Background: an optimization exercise with open tools, aiming at small area, a short achievable clock period and few clock cycles. Do not read the settings as production practice. Only simulation tests tie the RTL to the original design; equivalence was not proved.

==> run a <==
==> flow/design.v <==
module rc4_keystream_gen #(
  parameter int MAX_KEY_LEN = 16,
  parameter int DROP_N      = 0
) (
  input  logic       clk,
  input  logic       rst,
  input  logic       key_valid,
  input  logic [7:0] key_byte,
  input  logic       key_last,
  output logic       key_ready,
  input  logic       rekey,
  output logic       ks_valid,
  input  logic       ks_ready,
  output logic [7:0] ks_byte,
  output logic       ks_active
);
  localparam int            KW       = (MAX_KEY_LEN > 1) ? $clog2(MAX_KEY_LEN) : 1;
  localparam logic [KW-1:0] KIDX_MAX = KW'(MAX_KEY_LEN - 1);
  typedef enum logic [4:0] {
    ST_KEY   = 5'b00001,
    ST_KEY1  = 5'b00010,
    ST_KSA   = 5'b00100,
    ST_TRANS = 5'b01000,
    ST_PRGA  = 5'b10000
  } state_t;
  state_t        state;
  logic          st_key, st_key1, st_ksa, st_trans, st_prga;
  logic [7:0]    sb      [0:255];         
  logic [7:0]    key_mem [0:MAX_KEY_LEN-1];  
  logic [KW:0]   klen;
  logic [KW-1:0] kidx;                    
  logic [KW-1:0] kn;                      
  logic [7:0]    i;                       
  logic [7:0]    a;                       
  logic [7:0]    si;                      
  logic [7:0]    lag;                     
  logic          aligned;                 
  logic          kav;                     
  logic [7:0]    sj_q;                    
  logic [7:0]    si_d;                    
  logic [7:0]    w;                       
  logic          v1;                      
  logic [7:0]    tt;                      
  logic          fwd_i, fwd_j;            
  logic          v2;                      
  logic [2:0]    cnt;                     
  logic [2:0]    tot;                     
  logic          room;                    
  logic [7:0]    e1, e2, e3;              
  logic          key_acc;
  logic          key_end;
  logic          swap;
  logic          init;
  logic [7:0]    sj;                      
  logic [7:0]    sn;                      
  logic [7:0]    kbm1;                    
  logic [KW-1:0] kn_nx, knd;
  logic [7:0]    kdec;                    
  logic          a_is0;
  logic [7:0]    ob;                      
  logic [7:0]    ring_o;
  logic [7:0]    ttn;
  logic          push, pop;
  assign key_acc = key_valid && key_ready && !rekey;
  assign key_end = key_last || (kidx == KIDX_MAX);
  assign st_key   = state[0];
  assign st_key1  = state[1];
  assign st_ksa   = state[2];
  assign st_trans = state[3];
  assign st_prga  = state[4];
  assign init    = st_key || st_key1;
  assign swap    = aligned && ((st_ksa && kav) || (st_prga && room));
  logic [255:0] wr, wrn, tl;
  rc4_dec256 u_dec_a (.x(a),  .en(swap), .all(init), .y(wr), .yn(wrn));
  rc4_rdec256 u_dec_t (.x(tt), .y(tl));
  logic [255:0] sel_j;
  logic [2047:0] rd_j, rd_o;
  for (genvar p = 0; p < 256; p++) begin : g_rd
    assign sel_j[p]       = wr[(p + 255) % 256];
    assign rd_j[p*8 +: 8] = sb[p];
    assign rd_o[p*8 +: 8] = sb[p];
  end
  rc4_rdport u_rd_j (.sel(sel_j), .d(rd_j), .odd(!a[0]), .q(sj));
  rc4_rdport u_rd_o (.sel(tl),    .d(rd_o), .odd(tt[0]), .q(ring_o));
  logic [7:0] sb1;                        
  assign sb1 = ~sb[1];
  assign ob = fwd_i ? si_d : (fwd_j ? sj_q : ring_o);
  assign a_is0 = (a == 8'd0);
  assign sn    = a_is0 ? si : sb1;
  always_comb begin
    if (st_key)
      kn_nx = key_end ? '0 : KW'(1);
    else if (st_ksa && swap)
      kn_nx = (!key_ready && (({1'b0, kn} + 1'b1) == klen)) ? '0 : kn + 1'b1;
    else
      kn_nx = kn;
  end
  assign kdec = key_byte - 8'd1;
  assign knd  = (st_ksa && swap) ? kn_nx : kn;
  logic [7:0] wbus [0:3];
  assign wbus[0] = init ? 8'h00 : ~si;
  assign wbus[1] = init ? 8'hFF : ~si;
  assign wbus[2] = init ? 8'h00 :  si;
  assign wbus[3] = init ? 8'hFF :  si;
  for (genvar p = 0; p < 256; p++) begin : g_sb
    logic [7:0] nx;
    logic [7:0] d;
    if (p == 255) begin : g_last
      assign nx = swap ? sj : sb[0];
    end else begin : g_mid
      assign nx = sb[p + 1];
    end
    for (genvar b = 0; b < 8; b++) begin : g_bit
      localparam int C = 1 - ((((p >> b) & 1) ^ (p & 1)));
      rc4_oai22 u_wr (.a0(wr[p]), .b0(nx[b]),
                      .a1(wrn[p]), .b1(wbus[2 * (p & 1) + C][b]), .y(d[b]));
    end
    always_ff @(posedge clk)
      sb[p] <= d;
  end
  always_ff @(posedge clk) begin
    if (key_acc) begin
      key_mem[kidx] <= kdec;
      if (key_end)
        klen <= {1'b0, kidx} + 1'b1;
    end
  end
  assign pop     = ks_valid && ks_ready;
  assign ttn     = sj_q + w;
  logic [2:0]  tot_np, tot_p, cnt_np, cnt_p;
  assign tot_np = tot + {2'b0, swap && st_prga} - {2'b0, v2 && !push};
  assign tot_p  = tot_np - 3'd1;
  assign cnt_np = cnt + {2'b0, push};
  assign cnt_p  = cnt_np - 3'd1;
  logic [7:0]  f_np [0:3];                
  logic [7:0]  f_p  [0:2];                
  always_comb begin
    f_np[0] = (push && cnt == 3'd0) ? ob : ks_byte;
    f_np[1] = (push && cnt == 3'd1) ? ob : e1;
    f_np[2] = (push && cnt == 3'd2) ? ob : e2;
    f_np[3] = (push && cnt == 3'd3) ? ob : e3;
    f_p[0]  = (push && cnt == 3'd1) ? ob : e1;
    f_p[1]  = (push && cnt == 3'd2) ? ob : e2;
    f_p[2]  = (push && cnt == 3'd3) ? ob : e3;
  end
  logic [15:0] drop_cnt;
  if (DROP_N > 0) begin : g_drop
    assign push = v2 && (drop_cnt == 16'(DROP_N));
  end else begin : g_nodrop
    assign push = v2;
  end
  always_ff @(posedge clk or posedge rst) begin
    if (rst) begin
      state     <= ST_KEY;
      key_ready <= 1'b1;
      ks_active <= 1'b0;
      ks_valid  <= 1'b0;
      kidx      <= '0;
      v1        <= 1'b0;
      v2        <= 1'b0;
      cnt       <= 3'd0;
      tot       <= 3'd0;
      room      <= 1'b1;
    end else if (rekey) begin
      state     <= ST_KEY;
      key_ready <= 1'b1;
      ks_active <= 1'b0;
      ks_valid  <= 1'b0;
      kidx      <= '0;
      v1        <= 1'b0;
      v2        <= 1'b0;
      cnt       <= 3'd0;
      tot       <= 3'd0;
      room      <= 1'b1;
    end else begin
      if (key_acc) begin
        if (key_end)
          key_ready <= 1'b0;
        kidx <= kidx + 1'b1;
      end
      if (st_key && key_acc)
        state <= ST_KEY1;
      if (st_key1)
        state <= ST_KSA;
      if (st_ksa && swap && i == 8'hFF)
        state <= ST_TRANS;
      if (st_trans) begin
        ks_active <= 1'b1;
        state     <= ST_PRGA;
      end
      v1       <= swap && st_prga;
      v2       <= v1;
      cnt      <= pop ? cnt_p : cnt_np;
      tot      <= pop ? tot_p : tot_np;
      room     <= pop ? (tot_p <= 3'd3) : (tot_np <= 3'd3);
      ks_valid <= pop ? (cnt_p != 3'd0) : (cnt_np != 3'd0);
    end
  end
  always_ff @(posedge clk) begin
    kn   <= kn_nx;
    kav  <= !(key_ready && !(key_acc && key_end)) ||
            ({1'b0, kn_nx} < ({1'b0, kidx} + {{KW{1'b0}}, key_acc}));
    kbm1 <= (st_trans || st_prga) ? 8'hFF :
            (key_acc && (kidx == knd)) ? kdec : key_mem[knd];
    if (st_key) begin
        a   <= kdec;
        i   <= 8'd0;
        si  <= 8'd0;
        lag <= 8'd0;
        aligned <= 1'b1;
    end
    if (st_trans) begin
        si       <= sb1;
        a        <= sb1 - 8'd2;
        i        <= 8'd1;
        lag      <= 8'd0;
        aligned  <= 1'b1;
        drop_cnt <= 16'd0;
    end
    if (st_ksa || st_prga) begin
      if (swap) begin
        a  <= a_is0 ? si + kbm1 : a + sb1 + kbm1;
        si <= sn;
        i  <= i + 8'd1;
      end else begin
        lag     <= lag - 8'd1;
        aligned <= (lag == 8'd1);
      end
    end
    sj_q <= sj;
    si_d <= si;
    w    <= si - i - 8'd2;
    tt    <= ttn;
    fwd_i <= swap && (ttn == 8'd255);
    fwd_j <= swap && (ttn == a);
    if (DROP_N > 0 && v2 && !push)
      drop_cnt <= drop_cnt + 16'd1;
    ks_byte <= pop ? f_p[0] : f_np[0];
    e1      <= pop ? f_p[1] : f_np[1];
    e2      <= pop ? f_p[2] : f_np[2];
    e3      <= f_np[3];
  end
endmodule
module rc4_dec256 (
  input  logic [7:0]   x,
  input  logic         en,
  input  logic         all,
  output logic [255:0] y,
  output logic [255:0] yn
);
  logic [15:0] lo_n, hi_n;
  rc4_pdec16a u_lo (.x(x[3:0]), .all(all), .yn(lo_n));
  rc4_pdec16g u_hi (.x(x[7:4]), .en(en), .all(all), .yn(hi_n));
  for (genvar p = 0; p < 256; p++) begin : g_p
    rc4_nor2 u_y  (.a(lo_n[p % 16]), .b(hi_n[p / 16]), .y(y[p]));
    rc4_inv  u_yn (.a(y[p]), .y(yn[p]));
  end
endmodule
module rc4_rdec256 (
  input  logic [7:0]   x,
  output logic [255:0] y
);
  logic [15:0] lo_n, hi_n;
  rc4_pdec16 u_lo (.x(x[3:0]), .yn(lo_n));
  rc4_pdec16 u_hi (.x(x[7:4]), .yn(hi_n));
  for (genvar p = 0; p < 256; p++) begin : g_p
    rc4_nor2 u_y (.a(lo_n[p % 16]), .b(hi_n[p / 16]), .y(y[p]));
  end
endmodule
module rc4_pdec16 (
  input  logic [3:0]  x,
  output logic [15:0] yn
);
  for (genvar k = 0; k < 16; k++) begin : g_k
    assign yn[k] = !(x == 4'(k));
  end
endmodule
module rc4_pdec16a (
  input  logic [3:0]  x,
  input  logic        all,
  output logic [15:0] yn
);
  for (genvar k = 0; k < 16; k++) begin : g_k
    assign yn[k] = !(all || x == 4'(k));
  end
endmodule
module rc4_pdec16g (
  input  logic [3:0]  x,
  input  logic        en,
  input  logic        all,
  output logic [15:0] yn
);
  for (genvar k = 0; k < 16; k++) begin : g_k
    assign yn[k] = !(all || (en && x == 4'(k)));
  end
endmodule
module rc4_rdport (
  input  logic [255:0]  sel,
  input  logic [2047:0] d,
  input  logic          odd,
  output logic [7:0]    q
);
  for (genvar b = 0; b < 8; b++) begin : g_b
    logic [1:0] h;
    for (genvar s = 0; s < 2; s++) begin : g_half
      logic [42:0] t;
      for (genvar g = 0; g < 42; g++) begin : g_g
        rc4_aoi222 u_t (
          .a0(sel[6*g+s]),     .b0(d[(6*g+s)*8+b]),
          .a1(sel[6*g+2+s]),   .b1(d[(6*g+2+s)*8+b]),
          .a2(sel[6*g+4+s]),   .b2(d[(6*g+4+s)*8+b]),
          .y(t[g]));
      end
      rc4_aoi22 u_t42 (
        .a0(sel[252+s]), .b0(d[(252+s)*8+b]),
        .a1(sel[254+s]), .b1(d[(254+s)*8+b]),
        .y(t[42]));
      rc4_nand43 u_or (.a(t), .y(h[s]));
    end
    assign q[b] = odd ? !h[1] : h[0];
  end
endmodule
module rc4_nand43 (input logic [42:0] a, output logic y);
  logic [10:0] o1;
  logic [3:0]  o2n;
  for (genvar k = 0; k < 10; k++) begin : g_l1
    rc4_nand4 u (.a(a[4*k]), .b(a[4*k+1]), .c(a[4*k+2]), .d(a[4*k+3]), .y(o1[k]));
  end
  rc4_nand3 u_l1x (.a(a[40]), .b(a[41]), .c(a[42]), .y(o1[10]));
  rc4_nor3 u_l2a (.a(o1[0]), .b(o1[1]), .c(o1[2]),  .y(o2n[0]));
  rc4_nor3 u_l2b (.a(o1[3]), .b(o1[4]), .c(o1[5]),  .y(o2n[1]));
  rc4_nor3 u_l2c (.a(o1[6]), .b(o1[7]), .c(o1[8]),  .y(o2n[2]));
  rc4_nor2 u_l2d (.a(o1[9]), .b(o1[10]), .y(o2n[3]));
  rc4_nand4 u_l3 (.a(o2n[0]), .b(o2n[1]), .c(o2n[2]), .d(o2n[3]), .y(y));
endmodule
module rc4_nand4 (input logic a, b, c, d, output logic y);
  assign y = !(a && b && c && d);
endmodule
module rc4_nand3 (input logic a, b, c, output logic y);
  assign y = !(a && b && c);
endmodule
module rc4_nor3 (input logic a, b, c, output logic y);
  assign y = !(a || b || c);
endmodule
module rc4_aoi222 (
  input  logic a0, b0, a1, b1, a2, b2,
  output logic y
);
  assign y = !((a0 && b0) || (a1 && b1) || (a2 && b2));
endmodule
module rc4_aoi22 (
  input  logic a0, b0, a1, b1,
  output logic y
);
  assign y = !((a0 && b0) || (a1 && b1));
endmodule
module rc4_oai22 (
  input  logic a0, b0, a1, b1,
  output logic y
);
  assign y = !((a0 || b0) && (a1 || b1));
endmodule
module rc4_nor2 (input logic a, b, output logic y);
  assign y = !(a || b);
endmodule
module rc4_inv (input logic a, output logic y);
  assign y = !a;
endmodule
==> flow/run.sh <==
#!/bin/bash
# synth_recipe.tcl (not shown) runs the flow's synth.tcl, then flattens the netlist and writes it again
# the make line also repeats each setting of config.mk as NAME=value (left out here)
make -C /OpenROAD-flow-scripts/flow DESIGN_CONFIG=/design/flow/config.mk WORK_HOME=/design/flow/orfs CLKGATE_MAP_FILE= SYNTH_SCRIPT=/design/flow/synth_recipe.tcl finish
==> flow/config.mk <==
export PLATFORM = sky130hd
export DESIGN_NAME = rc4_keystream_gen
export DESIGN_NICKNAME = rc4_keystream_gen
export VERILOG_FILES = /design/flow/design.v
export SDC_FILE = /design/flow/constraint.sdc
export NUM_CORES = 4
export LEC_CHECK = 0
export CAP_MARGIN = 20
export CELL_PAD_IN_SITES_DETAIL_PLACEMENT = 1
export CELL_PAD_IN_SITES_GLOBAL_PLACEMENT = 1
export CORE_MARGIN = 2
export CORE_UTILIZATION = 30
export CTS_BUF_LIST = sky130_fd_sc_hd__clkbuf_8 sky130_fd_sc_hd__clkbuf_16
export CTS_CLUSTER_DIAMETER = 80
export CTS_CLUSTER_SIZE = 24
export PLACE_DENSITY = 0.5
export SLEW_MARGIN = 20
export SYNTH_HIERARCHICAL = 1
==> flow/constraint.sdc <==
create_clock -name core_clock -period 15.0 [get_ports {clk}]
set_input_delay 3.0000 -clock core_clock [delete_from_list [all_inputs] [get_ports {clk}]]
set_output_delay 3.0000 -clock core_clock [all_outputs]
set_load 0.01 [all_outputs]
==> run b: changes against run a <==
--- a/flow/design.v
+++ b/flow/design.v
@@ -45,2 +45,4 @@
   logic          v2;                      
+  logic          v3;                      
+  logic [7:0]    obq;                     
   logic [2:0]    cnt;                     
@@ -48,3 +50,3 @@
   logic          room;                    
-  logic [7:0]    e1, e2, e3;              
+  logic [7:0]    e1, e2, e3, e4;          
   logic          key_acc;
@@ -70,7 +72,13 @@
   assign st_prga  = state[4];
-  assign init    = st_key || st_key1;
-  assign swap    = aligned && ((st_ksa && kav) || (st_prga && room));
+  logic aligned_nx, room_nx, kav_nx, st_ksa_nx, st_prga_nx, swap_nx;
+  assign aligned_nx = st_key || st_trans ||
+                      (((st_ksa || st_prga) && !swap) ? (lag == 8'd1) : aligned);
+  assign st_ksa_nx  = st_key1 || (st_ksa && !(swap && i == 8'hFF));
+  assign st_prga_nx = st_trans || st_prga;
+  assign swap_nx    = aligned_nx && ((st_ksa_nx && kav_nx) || (st_prga_nx && room_nx));
   logic [255:0] wr, wrn, tl;
-  rc4_dec256 u_dec_a (.x(a),  .en(swap), .all(init), .y(wr), .yn(wrn));
-  rc4_rdec256 u_dec_t (.x(tt), .y(tl));
+  logic [15:0] alo_n, ahi_n, tlo_n, thi_n;
+  logic [7:0]  a_nx;
+  rc4_dec256 u_dec_a (.lo_n(alo_n), .hi_n(ahi_n), .y(wr), .yn(wrn));
+  rc4_rdec256 u_dec_t (.lo_n(tlo_n), .hi_n(thi_n), .y(tl));
   logic [255:0] sel_j;
@@ -88,2 +96,11 @@
   assign a_is0 = (a == 8'd0);
+  always_comb begin
+    a_nx = a;
+    if (st_key)
+      a_nx = kdec;
+    else if (st_trans)
+      a_nx = sb1 - 8'd2;
+    else if ((st_ksa || st_prga) && swap)
+      a_nx = a_is0 ? si + kbm1 : a + sb1 + kbm1;
+  end
   assign sn    = a_is0 ? si : sb1;
@@ -98,2 +115,4 @@
   assign kdec = key_byte - 8'd1;
+  assign kav_nx = key_acc ? (key_end || ({1'b0, kn_nx} <= {1'b0, kidx}))
+                          : (!key_ready || ({1'b0, kn_nx} < {1'b0, kidx}));
   assign knd  = (st_ksa && swap) ? kn_nx : kn;
@@ -129,4 +148,5 @@
   assign ttn     = sj_q + w;
+  assign room_nx = pop ? (tot_p <= 3'd4) : (tot_np <= 3'd4);
   logic [2:0]  tot_np, tot_p, cnt_np, cnt_p;
-  assign tot_np = tot + {2'b0, swap && st_prga} - {2'b0, v2 && !push};
+  assign tot_np = tot + {2'b0, swap && st_prga} - {2'b0, v3 && !push};
   assign tot_p  = tot_np - 3'd1;
@@ -134,12 +154,14 @@
   assign cnt_p  = cnt_np - 3'd1;
-  logic [7:0]  f_np [0:3];                
-  logic [7:0]  f_p  [0:2];                
+  logic [7:0]  f_np [0:4];                
+  logic [7:0]  f_p  [0:3];                
   always_comb begin
-    f_np[0] = (push && cnt == 3'd0) ? ob : ks_byte;
-    f_np[1] = (push && cnt == 3'd1) ? ob : e1;
-    f_np[2] = (push && cnt == 3'd2) ? ob : e2;
-    f_np[3] = (push && cnt == 3'd3) ? ob : e3;
-    f_p[0]  = (push && cnt == 3'd1) ? ob : e1;
-    f_p[1]  = (push && cnt == 3'd2) ? ob : e2;
-    f_p[2]  = (push && cnt == 3'd3) ? ob : e3;
+    f_np[0] = (push && cnt == 3'd0) ? obq : ks_byte;
+    f_np[1] = (push && cnt == 3'd1) ? obq : e1;
+    f_np[2] = (push && cnt == 3'd2) ? obq : e2;
+    f_np[3] = (push && cnt == 3'd3) ? obq : e3;
+    f_np[4] = (push && cnt == 3'd4) ? obq : e4;
+    f_p[0]  = (push && cnt == 3'd1) ? obq : e1;
+    f_p[1]  = (push && cnt == 3'd2) ? obq : e2;
+    f_p[2]  = (push && cnt == 3'd3) ? obq : e3;
+    f_p[3]  = (push && cnt == 3'd4) ? obq : e4;
   end
@@ -147,5 +169,5 @@
   if (DROP_N > 0) begin : g_drop
-    assign push = v2 && (drop_cnt == 16'(DROP_N));
+    assign push = v3 && (drop_cnt == 16'(DROP_N));
   end else begin : g_nodrop
-    assign push = v2;
+    assign push = v3;
   end
@@ -160,2 +182,3 @@
       v2        <= 1'b0;
+      v3        <= 1'b0;
       cnt       <= 3'd0;
@@ -163,2 +186,4 @@
       room      <= 1'b1;
+      swap      <= 1'b0;
+      init      <= 1'b1;
     end else if (rekey) begin
@@ -171,2 +196,3 @@
       v2        <= 1'b0;
+      v3        <= 1'b0;
       cnt       <= 3'd0;
@@ -174,2 +200,4 @@
       room      <= 1'b1;
+      swap      <= 1'b0;
+      init      <= 1'b1;
     end else begin
@@ -192,5 +220,8 @@
       v2       <= v1;
+      v3       <= v2;
       cnt      <= pop ? cnt_p : cnt_np;
       tot      <= pop ? tot_p : tot_np;
-      room     <= pop ? (tot_p <= 3'd3) : (tot_np <= 3'd3);
+      room     <= room_nx;
+      swap     <= swap_nx;
+      init     <= st_key;                 
       ks_valid <= pop ? (cnt_p != 3'd0) : (cnt_np != 3'd0);
@@ -199,5 +230,12 @@
   always_ff @(posedge clk) begin
-    kn   <= kn_nx;
-    kav  <= !(key_ready && !(key_acc && key_end)) ||
-            ({1'b0, kn_nx} < ({1'b0, kidx} + {{KW{1'b0}}, key_acc}));
+    kn      <= kn_nx;
+    a       <= a_nx;
+    for (int k = 0; k < 16; k++) begin
+      alo_n[k] <= !(rekey || st_key || a_nx[3:0] == 4'(k));
+      ahi_n[k] <= !(rekey || st_key || (!rekey && swap_nx && a_nx[7:4] == 4'(k)));
+      tlo_n[k] <= !(ttn[3:0] == 4'(k));
+      thi_n[k] <= !(ttn[7:4] == 4'(k));
+    end
+    aligned <= aligned_nx;
+    kav  <= kav_nx;
     kbm1 <= (st_trans || st_prga) ? 8'hFF :
@@ -205,3 +243,2 @@
     if (st_key) begin
-        a   <= kdec;
         i   <= 8'd0;
@@ -209,3 +246,2 @@
         lag <= 8'd0;
-        aligned <= 1'b1;
     end
@@ -213,6 +249,4 @@
         si       <= sb1;
-        a        <= sb1 - 8'd2;
         i        <= 8'd1;
         lag      <= 8'd0;
-        aligned  <= 1'b1;
         drop_cnt <= 16'd0;
@@ -221,3 +255,2 @@
       if (swap) begin
-        a  <= a_is0 ? si + kbm1 : a + sb1 + kbm1;
         si <= sn;
@@ -226,3 +259,2 @@
         lag     <= lag - 8'd1;
-        aligned <= (lag == 8'd1);
       end
@@ -235,3 +267,4 @@
     fwd_j <= swap && (ttn == a);
-    if (DROP_N > 0 && v2 && !push)
+    obq <= ob;
+    if (DROP_N > 0 && v3 && !push)
       drop_cnt <= drop_cnt + 16'd1;
@@ -240,3 +273,4 @@
     e2      <= pop ? f_p[2] : f_np[2];
-    e3      <= f_np[3];
+    e3      <= pop ? f_p[3] : f_np[3];
+    e4      <= f_np[4];
   end
@@ -244,5 +278,4 @@
 module rc4_dec256 (
-  input  logic [7:0]   x,
-  input  logic         en,
-  input  logic         all,
+  input  logic [15:0]  lo_n,
+  input  logic [15:0]  hi_n,
   output logic [255:0] y,
@@ -250,5 +283,2 @@
 );
-  logic [15:0] lo_n, hi_n;
-  rc4_pdec16a u_lo (.x(x[3:0]), .all(all), .yn(lo_n));
-  rc4_pdec16g u_hi (.x(x[7:4]), .en(en), .all(all), .yn(hi_n));
   for (genvar p = 0; p < 256; p++) begin : g_p
@@ -259,8 +289,6 @@
 module rc4_rdec256 (
-  input  logic [7:0]   x,
+  input  logic [15:0]  lo_n,
+  input  logic [15:0]  hi_n,
   output logic [255:0] y
 );
-  logic [15:0] lo_n, hi_n;
-  rc4_pdec16 u_lo (.x(x[3:0]), .yn(lo_n));
-  rc4_pdec16 u_hi (.x(x[7:4]), .yn(hi_n));
   for (genvar p = 0; p < 256; p++) begin : g_p
@@ -268,29 +296,2 @@
   end
-endmodule
-module rc4_pdec16 (
-  input  logic [3:0]  x,
-  output logic [15:0] yn
-);
-  for (genvar k = 0; k < 16; k++) begin : g_k
-    assign yn[k] = !(x == 4'(k));
-  end
-endmodule
-module rc4_pdec16a (
-  input  logic [3:0]  x,
-  input  logic        all,
-  output logic [15:0] yn
-);
-  for (genvar k = 0; k < 16; k++) begin : g_k
-    assign yn[k] = !(all || x == 4'(k));
-  end
-endmodule
-module rc4_pdec16g (
-  input  logic [3:0]  x,
-  input  logic        en,
-  input  logic        all,
-  output logic [15:0] yn
-);
-  for (genvar k = 0; k < 16; k++) begin : g_k
-    assign yn[k] = !(all || (en && x == 4'(k)));
-  end
 endmodule
Settings changed: CORE_UTILIZATION 30 to 34, PLACE_DENSITY 0.5 to 0.55.
==> run c: changes against run a <==
--- a/flow/design.v
+++ b/flow/design.v
@@ -70,6 +70,11 @@
   assign st_prga  = state[4];
-  assign init    = st_key || st_key1;
-  assign swap    = aligned && ((st_ksa && kav) || (st_prga && room));
+  logic swap_n;
+  logic aligned_nx, room_nx, kav_nx, st_ksa_nx, st_prga_nx, swap_nx;
+  assign aligned_nx = st_key || st_trans ||
+                      (((st_ksa || st_prga) && !swap) ? (lag == 8'd1) : aligned);
+  assign st_ksa_nx  = st_key1 || (st_ksa && !(swap && i == 8'hFF));
+  assign st_prga_nx = st_trans || st_prga;
+  assign swap_nx    = aligned_nx && ((st_ksa_nx && kav_nx) || (st_prga_nx && room_nx));
   logic [255:0] wr, wrn, tl;
-  rc4_dec256 u_dec_a (.x(a),  .en(swap), .all(init), .y(wr), .yn(wrn));
+  rc4_dec256 u_dec_a (.x(a),  .enn(swap_n), .all(init), .y(wr), .yn(wrn));
   rc4_rdec256 u_dec_t (.x(tt), .y(tl));
@@ -98,2 +103,4 @@
   assign kdec = key_byte - 8'd1;
+  assign kav_nx = !(key_ready && !(key_acc && key_end)) ||
+                  ({1'b0, kn_nx} < ({1'b0, kidx} + {{KW{1'b0}}, key_acc}));
   assign knd  = (st_ksa && swap) ? kn_nx : kn;
@@ -129,2 +136,3 @@
   assign ttn     = sj_q + w;
+  assign room_nx = pop ? (tot_p <= 3'd3) : (tot_np <= 3'd3);
   logic [2:0]  tot_np, tot_p, cnt_np, cnt_p;
@@ -163,2 +171,5 @@
       room      <= 1'b1;
+      swap      <= 1'b0;
+      swap_n    <= 1'b1;
+      init      <= 1'b1;
     end else if (rekey) begin
@@ -174,2 +185,5 @@
       room      <= 1'b1;
+      swap      <= 1'b0;
+      swap_n    <= 1'b1;
+      init      <= 1'b1;
     end else begin
@@ -194,3 +208,6 @@
       tot      <= pop ? tot_p : tot_np;
-      room     <= pop ? (tot_p <= 3'd3) : (tot_np <= 3'd3);
+      room     <= room_nx;
+      swap     <= swap_nx;
+      init     <= st_key;                 
+      swap_n   <= !swap_nx;
       ks_valid <= pop ? (cnt_p != 3'd0) : (cnt_np != 3'd0);
@@ -199,5 +216,5 @@
   always_ff @(posedge clk) begin
-    kn   <= kn_nx;
-    kav  <= !(key_ready && !(key_acc && key_end)) ||
-            ({1'b0, kn_nx} < ({1'b0, kidx} + {{KW{1'b0}}, key_acc}));
+    kn      <= kn_nx;
+    aligned <= aligned_nx;
+    kav  <= kav_nx;
     kbm1 <= (st_trans || st_prga) ? 8'hFF :
@@ -209,3 +226,2 @@
         lag <= 8'd0;
-        aligned <= 1'b1;
     end
@@ -216,3 +232,2 @@
         lag      <= 8'd0;
-        aligned  <= 1'b1;
         drop_cnt <= 16'd0;
@@ -226,3 +241,2 @@
         lag     <= lag - 8'd1;
-        aligned <= (lag == 8'd1);
       end
@@ -245,3 +259,3 @@
   input  logic [7:0]   x,
-  input  logic         en,
+  input  logic         enn,
   input  logic         all,
@@ -252,3 +266,3 @@
   rc4_pdec16a u_lo (.x(x[3:0]), .all(all), .yn(lo_n));
-  rc4_pdec16g u_hi (.x(x[7:4]), .en(en), .all(all), .yn(hi_n));
+  rc4_pdec16g u_hi (.x(x[7:4]), .enn(enn), .all(all), .yn(hi_n));
   for (genvar p = 0; p < 256; p++) begin : g_p
@@ -288,3 +302,3 @@
   input  logic [3:0]  x,
-  input  logic        en,
+  input  logic        enn,
   input  logic        all,
@@ -293,3 +307,3 @@
   for (genvar k = 0; k < 16; k++) begin : g_k
-    assign yn[k] = !(all || (en && x == 4'(k)));
+    assign yn[k] = !(all || (!enn && x == 4'(k)));
   end
==> run summary <==
metric	run a	run b	run c
Post-synthesis instance total	8,134	8,238	8,032
Height of the die	545 µm	518 µm	545 µm
Max transition margin	0.144	0.110	0.113
Final clock-cell share	0.0495	0.0510	0.0510
Area share of the largest cell type after synthesis	0.489	0.494	0.488
Run status	timing/DRC/antenna clean	timing/DRC/antenna clean	timing/DRC/antenna clean
Fillers	32,055	28,596	31,868
Finished layout cell area	0.101 mm²	0.102 mm²	0.102 mm²
Top achievable clock speed	0.156 GHz	0.185 GHz	0.162 GHz
CP Data Arrival Time	7.19 ns	6.12 ns	7.02 ns
Drt initial violations	20,497	19,369	20,825
Wire length on met2	226,000 µm	216,000 µm	240,000 µm
Tapcells inserted	3,900	3,515	3,900
Testbench counts of run a, summed over its fixed seeds: cycles 32,961.
Testbench counts of run b, summed over its fixed seeds: cycles 33,009.
Testbench counts of run c, summed over its fixed seeds: cycles 32,961.

## re-timing with driven ports
No port has a modelled driver above. Below, the same layouts with a new extraction and two added sets of constraints. Step 1 assumes that a clkbuf_16 drives the clock port and a buf_2 every other input. Step 2 also shifts input and output timing later by t, the mid clock arrival at the registers, as if the neighbouring blocks saw the same clock. a / b / c = ideal / step 1 / step 2; a / b = the first two.
run | shift t [ns] | slack for setup (ns) | worst setup path at the end | worst register clock-pin slew, ns | cell pins on the clock port's net
run a | 0.991 | 8.586 / 8.586 / 8.586 | register to register | 0.11 / 0.11 | 1
run b | 0.955 | 9.601 / 9.669 / 8.715 | input to register | 0.10 / 0.10 | 1
run c | 0.992 | 8.813 / 8.813 / 8.813 | register to register | 0.10 / 0.10 | 1
After both steps every run listed still meets setup and hold. For run b, which loses most, drivers alone change the setup slack by +0.068 ns; drivers and shift together by -0.886 ns.
